Context: an optimization exercise on an open-source flow, tuned for small area and few clock cycles per item. The choices shown serve that exercise and are no tape-out recipe.
Only simulation tests tie the RTL to the original design; equivalence was not proved.

==> job 6246: inputs <==
==> flow/design.v <==
module bitplane_packer #(
  parameter  int N_PIX            = 256,
  parameter  int BLOCKS_PER_FRAME = 256,
  localparam int BW               = $clog2(BLOCKS_PER_FRAME)
) (
  input  logic             clk,
  input  logic             rst_n,
  input  logic             in_valid,
  output logic             in_ready,
  input  logic [7:0]       in_pix,
  output logic             out_valid,
  input  logic             out_ready,
  output logic [N_PIX-1:0] out_data,
  output logic [3:0]       out_plane,
  output logic [BW-1:0]    out_block,
  output logic             out_last
);
  localparam int L   = N_PIX + 8;       
  localparam int S   = 33;              
  localparam int NPT = L / S;           
  localparam int PW  = $clog2(N_PIX);
  localparam int LW  = $clog2(L);
  logic [L-1:0]      ring_q [8];        
  logic [N_PIX-1:0]  od_q;              
  logic [LW-1:0]     phi_q;             
  logic [LW-1:0]     d_q;               
  logic [PW-1:0]     pix_q;             
  logic              pend_q;            
  logic [2:0]        ld_q;              
  logic [LW-1:0]     al_q;              
  logic              ov_q;
  logic [3:0]        pl_q;
  logic [BW-1:0]     blk_q;
  logic              in_fire, out_fire, load, last_pix;
  logic [NPT-1:0]    at_pt;
  logic [NPT-1:0]    wsel;
  logic [L-1:0]      trow;
  logic [N_PIX-1:0]  tap;
  logic [LW:0]       al_sum;
  always_comb begin
    for (int k = 0; k < NPT; k++) at_pt[k] = (d_q == LW'(S * k));
  end
  assign in_ready  = (|at_pt) && !(pend_q && (pix_q >= PW'(8)));
  assign in_fire   = in_valid && in_ready;
  assign wsel      = in_fire ? at_pt : '0;
  assign out_valid = ov_q;
  assign out_fire  = ov_q && out_ready;
  assign load      = pend_q && (phi_q == al_q) && (!ov_q || out_ready);
  assign last_pix  = (pix_q == PW'(N_PIX - 1));
  assign out_data  = od_q;
  assign out_plane = pl_q;
  assign out_block = blk_q;
  assign out_last  = (pl_q == 4'd8) && (blk_q == BW'(BLOCKS_PER_FRAME - 1));
  assign al_sum = {1'b0, phi_q} + {1'b0, d_q} + (LW+1)'(1);
  always_comb begin
    case (ld_q)
      3'd0: trow = ring_q[0];
      3'd1: trow = ring_q[1];
      3'd2: trow = ring_q[2];
      3'd3: trow = ring_q[3];
      3'd4: trow = ring_q[4];
      3'd5: trow = ring_q[5];
      3'd6: trow = ring_q[6];
      default: trow = ring_q[7];
    endcase
    for (int j = 0; j < N_PIX; j++) tap[j] = trow[L - 1 - j];
  end
  for (genvar r = 0; r < 8; r++) begin : g_row
    logic [L-1:0] nxt;
    always_comb begin
      nxt = {ring_q[r][0], ring_q[r][L-1:1]};
      for (int k = 0; k < NPT; k++) begin
        if (wsel[k]) nxt[(S * k + r + L - 1) % L] = in_pix[r];
      end
    end
    always_ff @(posedge clk) ring_q[r] <= nxt;
  end
  always_ff @(posedge clk) begin
    if (load) od_q <= tap;
  end
  always_ff @(posedge clk or negedge rst_n) begin
    if (!rst_n) begin
      phi_q  <= '0;
      d_q    <= '0;
      pix_q  <= '0;
      pend_q <= 1'b0;
      ld_q   <= '0;
      al_q   <= '0;
      ov_q   <= 1'b0;
      pl_q   <= 4'd1;
      blk_q  <= '0;
    end else begin
      phi_q <= (phi_q == LW'(L - 1)) ? '0 : phi_q + LW'(1);
      if (!in_fire) d_q <= (d_q == '0) ? LW'(L - 1) : d_q - LW'(1);
      if (in_fire) begin
        pix_q <= pix_q + PW'(1);
        if (last_pix) begin
          pend_q <= 1'b1;
          al_q   <= (al_sum >= (LW+1)'(L)) ? LW'(al_sum - (LW+1)'(L))
                                           : LW'(al_sum);
        end
      end
      if (load) begin
        ld_q <= ld_q + 3'd1;
        al_q <= (al_q == LW'(L - 1)) ? '0 : al_q + LW'(1);
        if (ld_q == 3'd7) pend_q <= 1'b0;
        ov_q <= 1'b1;
      end else if (out_fire) begin
        ov_q <= 1'b0;
      end
      if (out_fire) begin
        pl_q <= (pl_q == 4'd8) ? 4'd1 : pl_q + 4'd1;
        if (pl_q == 4'd8) blk_q <= blk_q + BW'(1);
      end
    end
  end
endmodule
==> flow/run.sh <==
#!/bin/bash
# synth_recipe.tcl (not shown) runs the flow's synth.tcl, then flattens the netlist and writes it again
# the make line also repeats each setting of config.mk as NAME=value (left out here)
make -C /OpenROAD-flow-scripts/flow DESIGN_CONFIG=/design/flow/config.mk WORK_HOME=/design/flow/orfs CLKGATE_MAP_FILE= SYNTH_SCRIPT=/design/flow/synth_recipe.tcl finish
==> flow/config.mk <==
export PLATFORM = sky130hd
export DESIGN_NAME = bitplane_packer
export DESIGN_NICKNAME = bitplane_packer
export VERILOG_FILES = /design/flow/design.v
export SDC_FILE = /design/flow/constraint.sdc
export NUM_CORES = 4
export LEC_CHECK = 0
export CAP_MARGIN = 20
export CORE_MARGIN = 2
export CORE_UTILIZATION = 40
export SLEW_MARGIN = 20
==> flow/constraint.sdc <==
create_clock -name core_clock -period 6.0 [get_ports {clk}]
set_input_delay 1.2000 -clock core_clock [delete_from_list [all_inputs] [get_ports {clk}]]
set_output_delay 1.2000 -clock core_clock [all_outputs]
set_load 0.01 [all_outputs]
==> job 1760: changes against job 6246 <==
==> flow/design.v (replaced) <==
module bitplane_packer #(
  parameter  int N_PIX            = 256,
  parameter  int BLOCKS_PER_FRAME = 256,
  localparam int BW               = $clog2(BLOCKS_PER_FRAME)
) (
  input  logic             clk,
  input  logic             rst_n,
  input  logic             in_valid,
  output logic             in_ready,
  input  logic [7:0]       in_pix,
  output logic             out_valid,
  input  logic             out_ready,
  output logic [N_PIX-1:0] out_data,
  output logic [3:0]       out_plane,
  output logic [BW-1:0]    out_block,
  output logic             out_last
);
  localparam int L  = N_PIX + 8;        
  localparam int PW = $clog2(N_PIX);
  localparam int LW = $clog2(L);
  logic [L-1:0]      ring_q [8];        
  logic [N_PIX-1:0]  od_q;              
  logic [LW-1:0]     d_q;               
  logic [PW-1:0]     pix_q;             
  logic              pend_q;            
  logic [LW-1:0]     c_q;               
  logic              hv_q;              
  logic [7:0]        hpix_q;            
  logic              ov_q;
  logic [3:0]        pl_q;
  logic [BW-1:0]     blk_q;
  logic              in_fire, out_fire, load, last_pix, wr_ok, wr;
  logic [7:0]        wpix;
  logic [N_PIX-1:0]  tap;
  assign wr_ok     = (d_q == '0) && !(pend_q && (pix_q >= PW'(8)));
  assign wr        = wr_ok && (hv_q || in_valid);
  assign wpix      = hv_q ? hpix_q : in_pix;
  assign in_ready  = !hv_q || wr_ok;
  assign in_fire   = in_valid && in_ready;
  assign out_valid = ov_q;
  assign out_fire  = ov_q && out_ready;
  assign load      = pend_q && (c_q == '0) && (!ov_q || out_ready);
  assign last_pix  = (pix_q == PW'(N_PIX - 1));
  assign out_data  = od_q;
  assign out_plane = pl_q;
  assign out_block = blk_q;
  assign out_last  = (pl_q == 4'd8) && (blk_q == BW'(BLOCKS_PER_FRAME - 1));
  always_comb begin
    for (int i = 0; i < N_PIX; i++) tap[N_PIX - 1 - i] = ring_q[i % 8][i + 8];
  end
  for (genvar q = 0; q < 8; q++) begin : g_ring
    logic [L-1:0] nxt;
    always_comb begin
      nxt = {ring_q[q][0], ring_q[q][L-1:1]};
      if (wr && (pix_q[2:0] == 3'(q))) begin
        for (int p = 0; p < 8; p++) nxt[(p + L - 1) % L] = wpix[p];
      end
    end
    always_ff @(posedge clk) ring_q[q] <= nxt;
  end
  always_ff @(posedge clk) begin
    if (load) od_q <= tap;
    if (in_fire && (hv_q || !wr_ok)) hpix_q <= in_pix;
  end
  always_ff @(posedge clk) begin
    if (wr && last_pix) c_q <= d_q;   
    else if (!load) c_q <= (c_q == '0) ? LW'(L - 1) : c_q - LW'(1);
  end
  always_ff @(posedge clk or negedge rst_n) begin
    if (!rst_n) begin
      d_q    <= '0;
      pix_q  <= '0;
      pend_q <= 1'b0;
      hv_q   <= 1'b0;
      ov_q   <= 1'b0;
      pl_q   <= 4'd1;
      blk_q  <= '0;
    end else begin
      if (!wr) d_q <= (d_q == '0) ? LW'(L - 1) : d_q - LW'(1);
      hv_q <= hv_q ? (!wr_ok || in_fire) : (in_fire && !wr_ok);
      if (wr) begin
        pix_q <= pix_q + PW'(1);
        if (last_pix) begin
          pend_q <= 1'b1;
        end
      end
      if (load) begin
        if (pl_q == (ov_q ? 4'd7 : 4'd8)) pend_q <= 1'b0;
        ov_q <= 1'b1;
      end else if (out_fire) begin
        ov_q <= 1'b0;
      end
      if (out_fire) begin
        pl_q <= (pl_q == 4'd8) ? 4'd1 : pl_q + 4'd1;
        if (pl_q == 4'd8) blk_q <= blk_q + BW'(1);
      end
    end
  end
endmodule
CORE_UTILIZATION = 65   (was 40)
CTS_CLUSTER_DIAMETER = 70   (was not set)
CTS_CLUSTER_SIZE = 30   (was not set)
==> flow_summary.json <==
{
  "outcome": "finished clean",
  "htree_levels": 3,
  "dpl_cell_area_sq_um": 57400,
  "clk_pin_slew_worst_paths_ns": 0.11,
  "max_slew_margin": 0.315,
  "pg_comb_uw": 338,
  "drive_gt1_frac": 0.0608,
  "seq_share": 0.854,
  "syn_inst": 2670,
  "insertion_delay_ns": 0.67,
  "stdcell_area_sq_um": 60100,
  "crit_chain": "inv_1 -> ha_1 -> or4b_1 -> nor3_2 -> nand2_1 -> nand2_1 -> clkdlybuf4s50_1"
}
the above is filed under job 1760

==> flow_summary.json <==
{
  "crit_chain": "inv_1 -> ha_1 -> mux4_1 -> and3_2 -> clkdlybuf4s50_1",
  "pg_comb_uw": 591,
  "min_to": "ring_q[5][132]",
  "outcome": "finished clean",
  "seq_share": 0.626,
  "htree_levels": 4,
  "syn_inst": 4884,
  "max_slew_margin": 0.238,
  "stdcell_area_sq_um": 81900
}
the above is filed under job 6246

Testbench counts of job 6246, summed over its fixed seeds: cycles 49,224, blocks 192.
Testbench counts of job 1760, summed over its fixed seeds: cycles 49,224, blocks 192.

[separate check: timing with driven ports]
In the flow no input, the clock included, has a driving cell. The finished layouts below were timed again as built, in two steps. Step 1, drivers: a clkbuf_16 drives clk and a buf_2 each remaining input, both assumed. Step 2 moves the port delays by t, midway between the first and last clock arrival at a register: inputs arrive t later, outputs are due t later. That takes back most of the time a late clock gives input paths. Three values: ideal ports, drivers, drivers and shift; two values: the first two.
run	t, ns	setup WS [ns]	hold slack, ns	worst slew at a driven data input, ns	cell pins on the clock port's net
job 6246	0.904	1.622 / 1.538 / 1.977	0.290 / 0.290 / 0.290	0.07	1
job 1760	0.728	1.059 / 0.995 / 1.723	0.310 / 0.310 / 0.310	0.11	1
After both steps every run listed still meets setup and hold.
